Background: an optimization exercise with open tools, aiming at small area and a short achievable clock period. Do not read the settings as production practice. Where RTL was checked, it was by simulation tests only, not by an equivalence proof against the original. Power figures rest on the tool's default switching activity, not on a simulated workload.

==> flow/design.v (excerpt) <==
module wts_sound_core (
	input  logic                                clk,
	input  logic                                nreset,
	input  logic [wts_timing_pkg::NUM_CH-1:0]   key_on,
	input  logic [wts_timing_pkg::NUM_CH*wts_wave_pkg::FREQ_W-1:0] reg_frequency_count,   
	input  logic [wts_timing_pkg::NUM_CH*wts_wave_pkg::VOL_W-1:0]  reg_volume,            
	input  logic [wts_timing_pkg::NUM_CH*2-1:0]                    reg_enable,            
	input  logic [wts_wave_pkg::ID_W-1:0]       sram_id,
	input  logic [wts_wave_pkg::PHASE_W-1:0]    sram_a,
	input  logic [wts_wave_pkg::SAMPLE_W-1:0]   sram_d,
	input  logic                                sram_oe,
	input  logic                                sram_we,
	output logic [wts_wave_pkg::SAMPLE_W-1:0]   sram_q,
	output logic                                sram_q_en,
	output logic [wts_wave_pkg::OUT_W-1:0]      left_out,
	output logic [wts_wave_pkg::OUT_W-1:0]      right_out
);
For scale: roughly 5,400 cells after synthesis, ~2,300 flip-flops, about 150 I/O pins, roughly 70,000 sq um of cells after synthesis.
export LEC_CHECK = 0
export CAP_MARGIN = 20
export CORE_MARGIN = 2
export CORE_UTILIZATION = 65
export CTS_CLUSTER_DIAMETER = 60
export CTS_CLUSTER_SIZE = 20
export SETUP_SLACK_MARGIN = 3.8
export SLEW_MARGIN = 20
create_clock -name core_clock -period 6.5 [get_ports {clk}]
run.sh (not shown) runs the stock make flow with config.mk's settings and CLKGATE_MAP_FILE= SYNTH_SCRIPT=/design/flow/synth_recipe.tcl, a recipe that flattens the netlist after the stock synthesis.
Next try:
==> flow/flow/run.sh (new file) <==
#!/bin/bash
set -euo pipefail
bash standard.sh \
	BUFFER_PORTS_ARGS="-buffer_cell sky130_fd_sc_hd__buf_2" \
	CTS_ARGS="-sink_clustering_enable -repair_clock_nets -sink_clustering_size 15 -sink_clustering_max_diameter 60 -buf_list sky130_fd_sc_hd__clkbuf_8 -dont_use_dummy_load" \
	finish > standard_flow.log 2>&1
==> flow/standard.sh (new file) <==
#!/bin/bash
# synth_recipe.tcl (not shown) runs the flow's synth.tcl, then flattens the netlist and writes it again
# the make line also repeats each setting of config.mk as NAME=value (left out here)
make -C /OpenROAD-flow-scripts/flow DESIGN_CONFIG=/design/flow/config.mk WORK_HOME=/design/flow/orfs CLKGATE_MAP_FILE= SYNTH_SCRIPT=/design/flow/synth_recipe.tcl "${@:-finish}"
CORE_UTILIZATION = 40   (was 65)
CTS_BUF_LIST = sky130_fd_sc_hd__clkbuf_8   (was not set)
CTS_CLUSTER_SIZE = 15   (was 20)
SETUP_SLACK_MARGIN = 3.6   (was 3.8)
removed: flow/run.sh
Register-to-register slack improves by 100 ps.
Design area is lower by 3.6%.
Area after synthesis is unchanged.
Via count fell by 2.8%.
Core utilization is lower by 31 points.
Next try:
==> flow/run.sh (new file) <==
#!/bin/bash
# synth_recipe.tcl (not shown) runs the flow's synth.tcl, then flattens the netlist and writes it again
# the make line also repeats each setting of config.mk as NAME=value (left out here)
make -C /OpenROAD-flow-scripts/flow DESIGN_CONFIG=/design/flow/config.mk WORK_HOME=/design/flow/orfs CLKGATE_MAP_FILE= SYNTH_SCRIPT=/design/flow/synth_recipe.tcl finish
CTS_BUF_LIST = not set   (was sky130_fd_sc_hd__clkbuf_8)
CTS_CLUSTER_SIZE = 20   (was 15)
SETUP_SLACK_MARGIN = 3.4   (was 3.6)
removed: flow/flow/run.sh
removed: flow/standard.sh
Effect: The new run completed without violations. Clock power grows by a quarter to a third. Final area goes up by a few percent. Final cell count hardly moves.
Next try:
CTS_BUF_LIST = sky130_fd_sc_hd__clkbuf_8   (was not set)
CTS_CLUSTER_SIZE = 15   (was 20)
SETUP_SLACK_MARGIN = 3.6   (was 3.4)
After rerunning: The new run ran to the end with no violations; worst setup slack improves by 160 ps; count of clock-buffer cells in the layout climbs by 16; synthesized area is unchanged; global-route usage climbs by 0.36 points; first-iteration DRC count climbs by 0.88%; total power drops by 7.2%; cell area drops by 1.1%; sequential cell count is unchanged.

--- another note on this design; it stands on its own ---

==> inputs of 10-19 <==
## wts_sound_core
module wts_sound_core (
	input  logic                                clk,
	input  logic                                nreset,
	input  logic [wts_timing_pkg::NUM_CH-1:0]   key_on,
	input  logic [wts_timing_pkg::NUM_CH*wts_wave_pkg::FREQ_W-1:0] reg_frequency_count,   
	input  logic [wts_timing_pkg::NUM_CH*wts_wave_pkg::VOL_W-1:0]  reg_volume,            
	input  logic [wts_timing_pkg::NUM_CH*2-1:0]                    reg_enable,            
	input  logic [wts_wave_pkg::ID_W-1:0]       sram_id,
	input  logic [wts_wave_pkg::PHASE_W-1:0]    sram_a,
	input  logic [wts_wave_pkg::SAMPLE_W-1:0]   sram_d,
	input  logic                                sram_oe,
	input  logic                                sram_we,
	output logic [wts_wave_pkg::SAMPLE_W-1:0]   sram_q,
	output logic                                sram_q_en,
	output logic [wts_wave_pkg::OUT_W-1:0]      left_out,
	output logic [wts_wave_pkg::OUT_W-1:0]      right_out
);
==> flow/config.mk <==
export PLATFORM = sky130hd
export DESIGN_NAME = wts_sound_core
export DESIGN_NICKNAME = wts_sound_core
export VERILOG_FILES = /design/flow/design.v
export SDC_FILE = /design/flow/constraint.sdc
export NUM_CORES = 4
export LEC_CHECK = 0
export CAP_MARGIN = 20
export CORE_MARGIN = 2
export CORE_UTILIZATION = 40
export SETUP_SLACK_MARGIN = 3.6
export SLEW_MARGIN = 20
==> flow/constraint.sdc <==
create_clock -name core_clock -period 6.5 [get_ports {clk}]
set_input_delay 1.3000 -clock core_clock [delete_from_list [all_inputs] [get_ports {clk}]]
set_output_delay 1.3000 -clock core_clock [all_outputs]
set_load 0.01 [all_outputs]
run.sh (not shown) runs the stock make flow with config.mk's settings and CLKGATE_MAP_FILE= SYNTH_SCRIPT=/design/flow/synth_recipe.tcl, a recipe that flattens the netlist after the stock synthesis.
==> 12-24: changes against 10-19 <==
- SETUP_SLACK_MARGIN: 3.6 -> unset
==> comparison table <==
| item | 12-24 | 10-19 |
|---|---|---|
| Non-clk buf share | 2.82% | 4.29% |
| Library cell contributing the largest single delay on the critical path | nor2_2 | fa_1 |
| Total length of routed met2 wires | 93500 µm | 96900 µm |
| Met3 wire length | 15600 µm | 16700 µm |
| Global-route wire length before repair | 305000 µm | 310000 µm |
| Worst-Margin Slew | 1190 ps | 1120 ps |
| Count of clock-net buffers in the final layout | 307 | 325 |
| WL per Instance | 26.8 µm | 27.5 µm |
| M1 GR Usage | 32.5% | 33.3% |
| Setup repair after global routing missed its margin | no | yes |
| Delay of the slowest cell on the worst path | 560 ps | 530 ps |
| Highest attainable clock frequency | 0.229 GHz | 0.289 GHz |
| Endpoint arrival time on the critical path | 5030 ps | 4190 ps |
| Required time reported for the critical path endpoint | 7170 ps | 7230 ps |
| Combined buffer and inverter count along the critical path | 2 | 0 |
| Number of design-rule violations left by the first detailed-router iteration | 4490 | 4621 |
| All-layer global routing usage | 23.3% | 23.7% |
| Post-CTS resize count | 0 | 165 |
| Worst relative slew slack | 20.7% | 24.9% |
| Max VDD drop | 0.000263 V | 0.000261 V |
| Worst setup timing slack at the placement stage | 1340 ps | 1790 ps |
| Antenna Diode Count | 3 | 6 |
| Result of the run | timing/DRC/antenna clean | timing/DRC/antenna clean |
| Power of the sequential group | 0.0148 W | 0.0147 W |
| Area growth, synth to finish | 16.5% | 19.4% |
| Combinational power | 0.000537 W | 0.000612 W |
| Total power of the final layout | 0.0283 W | 0.0283 W |
No run of this note included a check of the RTL's function; only the layout flow was run.

port drivers added, routing unchanged:
How much do the figures lean on ideal ports? The routed layouts below were timed once more, with nothing changed but the port constraints. Step 1: set_driving_cell puts a clkbuf_16 on clk and a buf_2 on each other input, an assumption about the parent block. Step 2 moves the port delays by t, midway between the first and last clock arrival at a register: inputs arrive t later, outputs are due t later. That takes back most of the time a late clock gives input paths. Slacks: ideal / step 1 / step 2; pairs: ideal / step 1.
| run | t, ns | setup slack, ns | worst hold slack (ns) | worst slew at a driven data input, ns |
|---|---|---|---|---|
| the first run of note 1 | 0.853 | 3.427 / 3.461 / 2.633 | 0.328 / 0.328 / 0.328 | 0.08 |
| the second run of note 1 | 1.000 | 3.562 / 3.562 / 2.613 | 0.294 / 0.294 / 0.294 | 0.11 |
| the third run of note 1 | 0.878 | 3.349 / 3.349 / 2.619 | 0.327 / 0.327 / 0.327 | 0.12 |
| the fourth run of note 1 | 1.050 | 3.511 / 3.511 / 2.655 | 0.319 / 0.319 / 0.319 | 0.13 |
| 10-19 | 0.910 | 3.041 / 3.041 / 2.552 | 0.302 / 0.302 / 0.302 | 0.09 |
| 12-24 | 0.908 | 2.141 / 2.200 / 1.292 | 0.271 / 0.271 / 0.271 | 0.08 |
After both steps every run listed still meets setup and hold. The setup slack of the second run of note 1, which loses most, moves by 0.000 ns with the drivers and by -0.949 ns with both steps.
